This is an optimization exercise on Yosys and OpenROAD, whose aim is small area, not a production implementation.
RTL that was checked went through simulation tests only; none was proved equivalent to the original.
No activity file was given, so power comes from the tool's default toggle rates.

Setup of run 1:
## regfile_mp
module regfile_mp
#(
    parameter  int N     = 32,
    parameter  int DEPTH = 32,
    localparam int AW    = $clog2(DEPTH)
) (
    input  logic          clk,
    input  logic          rst,
    input  logic [AW-1:0] rs1,
    input  logic [AW-1:0] rs2,
    input  logic [AW-1:0] rd0,
    input  logic [AW-1:0] rd1,
    input  logic [N-1:0]  wd0,
    input  logic [N-1:0]  wd1,
    input  logic          we0,
    input  logic          we1,
    output logic [N-1:0]  read_data1,
    output logic [N-1:0]  read_data2,
    output logic          busy
);
Size in the first run: about 5,700 cells after synthesis, roughly 1,000 flip-flops.
Settings: LEC_CHECK=0, CAP_MARGIN=10, CORE_MARGIN=2, CORE_UTILIZATION=55, SLEW_MARGIN=10, SYNTH_HIERARCHICAL=1, SYNTH_MINIMUM_KEEP_SIZE=0; clock period 6.0 ns.
standard.sh (not shown) runs the stock make flow with config.mk's settings and CLKGATE_MAP_FILE= SYNTH_SCRIPT=/design/flow/synth_recipe.tcl, a recipe that flattens the netlist after the stock synthesis.
==> flow/flow/run.sh <==
#!/bin/bash
# Own layout flow: the standard ORFS flow (standard synthesis unchanged), with
#  - a global-routing layer derating of its own (flow/fastroute.tcl),
#  - port buffers of a plain buffer cell instead of a delay cell,
#  - clock tree synthesis with small clkbuf_8 leaf clusters and no dummy loads.
# The make run writes its full output to standard_flow.log in this folder; ORFS's own
# per-step logs are under orfs/logs/.
set -euo pipefail
HERE=$(pwd)
CTS="-sink_clustering_enable -repair_clock_nets -sink_clustering_size 20 -sink_clustering_max_diameter 50 -buf_list sky130_fd_sc_hd__clkbuf_8 -dont_use_dummy_load"
bash standard.sh "FASTROUTE_TCL=$HERE/flow/fastroute.tcl" "CTS_ARGS=$CTS" \
    "BUFFER_PORTS_ARGS=-buffer_cell sky130_fd_sc_hd__buf_2" finish > "$HERE/standard_flow.log" 2>&1
==> flow/flow/fastroute.tcl <==
# Global routing layers as the platform sets them, with met1 derated more: the pin-dense
# standard cells leave fewer met1 tracks free than the global router assumes.
set_global_routing_layer_adjustment $::env(MIN_ROUTING_LAYER)-$::env(MAX_ROUTING_LAYER) 0.2
set_global_routing_layer_adjustment met1 0.4

set_routing_layers -clock $::env(MIN_CLK_ROUTING_LAYER)-$::env(MAX_ROUTING_LAYER)
set_routing_layers -signal $::env(MIN_ROUTING_LAYER)-$::env(MAX_ROUTING_LAYER)
Both conditions hold for run 1: the flow ran to the end and the final layout passed the timing, design-rule and antenna checks.
#### Input delta (run 2 over run 1)
Settings: changing CAP_MARGIN from 10 to 20; changing SLEW_MARGIN from 10 to 20; changing CORE_UTILIZATION from 55 to 50.
-- flow/flow/run.sh --
<<< run 1, line 9
HERE=$(pwd)
CTS="-sink_clustering_enable -repair_clock_nets -sink_clustering_size 20 -sink_clustering_max_diameter 50 -buf_list sky130_fd_sc_hd__clkbuf_8 -dont_use_dummy_load"
bash standard.sh "FASTROUTE_TCL=$HERE/flow/fastroute.tcl" "CTS_ARGS=$CTS" \
>>> run 2, line 9
HERE=$(pwd)
CTS="-sink_clustering_enable -repair_clock_nets -sink_clustering_size 16 -sink_clustering_max_diameter 45 -buf_list sky130_fd_sc_hd__clkbuf_8 -dont_use_dummy_load"
bash standard.sh "FASTROUTE_TCL=$HERE/flow/fastroute.tcl" "CTS_ARGS=$CTS" \
Findings:
- A end point of the critical path of read_data1[11] is what run 1 shows, while read_data1[1] belongs to run 2.
- Run 2 against run 1: register share of the cell area lost 0.32 points, total wire length after detailed routing picked up an extra 18,000 um, arrival time at the worst endpoint picked up an extra 100 ps, die area picked up an extra about 10%.
The following lists how run 3 was set up differently from run 2:
Settings: a change of CAP_MARGIN from 20 to 10; a change of CORE_UTILIZATION from 50 to 55; a change of SLEW_MARGIN from 20 to 10.
Notes after the runs:
Run 3 ended with every stage complete and zero timing, DRC or antenna violations.
Comparing run 2 and run 3, the lower total combinational power was measured on run 3.
Compare run 2 and run 3 | power after layout lower: run 3
The detailed-routing wirelength on met1 in run 2 is 1.09 times that in run 3.
--- input diff run 3..run 4 ---
Settings: swapping 10 for 20 in SLEW_MARGIN; swapping 55 for 50 in CORE_UTILIZATION; swapping 10 for 20 in CAP_MARGIN.
-- flow/flow/run.sh --
<<< run 3, line 9
HERE=$(pwd)
CTS="-sink_clustering_enable -repair_clock_nets -sink_clustering_size 16 -sink_clustering_max_diameter 45 -buf_list sky130_fd_sc_hd__clkbuf_8 -dont_use_dummy_load"
bash standard.sh "FASTROUTE_TCL=$HERE/flow/fastroute.tcl" "CTS_ARGS=$CTS" \
>>> run 4, line 9
HERE=$(pwd)
CTS="-sink_clustering_enable -repair_clock_nets -sink_clustering_size 20 -sink_clustering_max_diameter 50 -buf_list sky130_fd_sc_hd__clkbuf_8 -dont_use_dummy_load"
bash standard.sh "FASTROUTE_TCL=$HERE/flow/fastroute.tcl" "CTS_ARGS=$CTS" \
Results
As of run 4, height of the die had risen by a few percent compared to run 3.
Of the two values seen for launching instance or port of the critical path, rs1[3] was produced by run 3 and rs1[2] by run 4.
Run 4 vs. run 3: internal cell power climbed about 0.3%, register share of the cell area barely changed, worst hold margin barely changed, global-route usage dropped 1.6 points, overall die area climbed 9.9%.
Taking run 3 as the reference, in run 4 filler-free cell count of the finished design higher, via count went down.

== trial 56 ==
regfile_mp, a different RTL version from the one above (not shown whole).
Size: about 4200 cells after synthesis, about 1000 flip-flops, ~150 I/O pins.
Design regfile_mp, start of the top module:
module regfile_mp
#(
    parameter  int N     = 32,
    parameter  int DEPTH = 32,
    localparam int AW    = $clog2(DEPTH)
) (
    input  logic          clk,
    input  logic          rst,
    input  logic [AW-1:0] rs1,
    input  logic [AW-1:0] rs2,
    input  logic [AW-1:0] rd0,
    input  logic [AW-1:0] rd1,
    input  logic [N-1:0]  wd0,
    input  logic [N-1:0]  wd1,
    input  logic          we0,
    input  logic          we1,
    output logic [N-1:0]  read_data1,
    output logic [N-1:0]  read_data2,
    output logic          busy
);
Settings: LEC_CHECK=0, CAP_MARGIN=20, CORE_MARGIN=2, CORE_UTILIZATION=50, MIN_ROUTING_LAYER=met2, SLEW_MARGIN=20, SYNTH_HIERARCHICAL=1, SYNTH_MINIMUM_KEEP_SIZE=0; clock period 6.0 ns.
run.sh (not shown) runs the stock make flow with config.mk's settings and CLKGATE_MAP_FILE= SYNTH_SCRIPT=/design/flow/synth_recipe.tcl, a recipe that flattens the netlist after the stock synthesis.
Stock flow here: none of the scripts above is used.
Trial 56 is listed as incomplete: the tool reported an error in global routing (5_1_grt) and the run ended there.
#### Input delta (trial 87 over trial 56)
- changing CORE_UTILIZATION from 50 to 60
Findings:
- Trial 87 got as far as global routing (5_1_grt), where a tool error ended the run.
- As far as count of input and output buffers is concerned, trial 87 and trial 56 perform about the same.
- NOTE routability congestion estimate from global placement trial 56->trial 87 increased by a few percent
- Area of placed instances (trial 87 over trial 56): decrease, 1.5%
- From trial 56 to trial 87, net count of the mapped netlist did not move at all.
- Taking trial 56 as the reference, in trial 87 count of placed standard cells including taps decreased 229, post-detailed-placement half-perimeter wirelength decreased 3.8%.
- Trial 56 -> trial 87: synthesized area delta 0, exact match
- Trial 56 has higher die height than trial 87.
- TritonCTS buffer count (trial 56 / trial 87): 1.06
No run of this note included a check of the RTL's function; only the layout flow was run.

afterwards: timing with drivers on the ports:
In the flow no input, the clock included, has a driving cell. The finished layouts below were timed again as built, in two steps.
Step 1 sets driving cells, clkbuf_16 on the clock port and buf_2 on the other inputs (assumed; they add their load-dependent delay and slew).
Step 2 also shifts input and output timing later by t, the mid clock arrival at the registers, as if the neighbouring blocks saw the same clock.
Slacks: ideal ports / drivers / drivers and shift; pairs: ideal ports / drivers.
| run | shift t [ns] | setup slack, ns | worst setup path at the end | slew at the worst register clock pin (ns) | cell pins on the clock port's net |
|---|---|---|---|---|---|
| run 1 | 0.838 | 0.462 / 0.384 / 0.384 | input to output | 0.11 / 0.11 | 1 |
| run 2 | 0.922 | 0.359 / 0.315 / 0.315 | input to output | 0.09 / 0.09 | 1 |
| run 3 | 0.916 | 0.444 / 0.364 / 0.364 | input to output | 0.09 / 0.09 | 1 |
| run 4 | 0.936 | 0.476 / 0.440 / 0.440 | input to output | 0.10 / 0.10 | 1 |
After both steps every run listed still meets setup and hold. For run 3, which loses most, drivers alone change the setup slack by -0.080 ns; drivers and shift together by -0.080 ns.
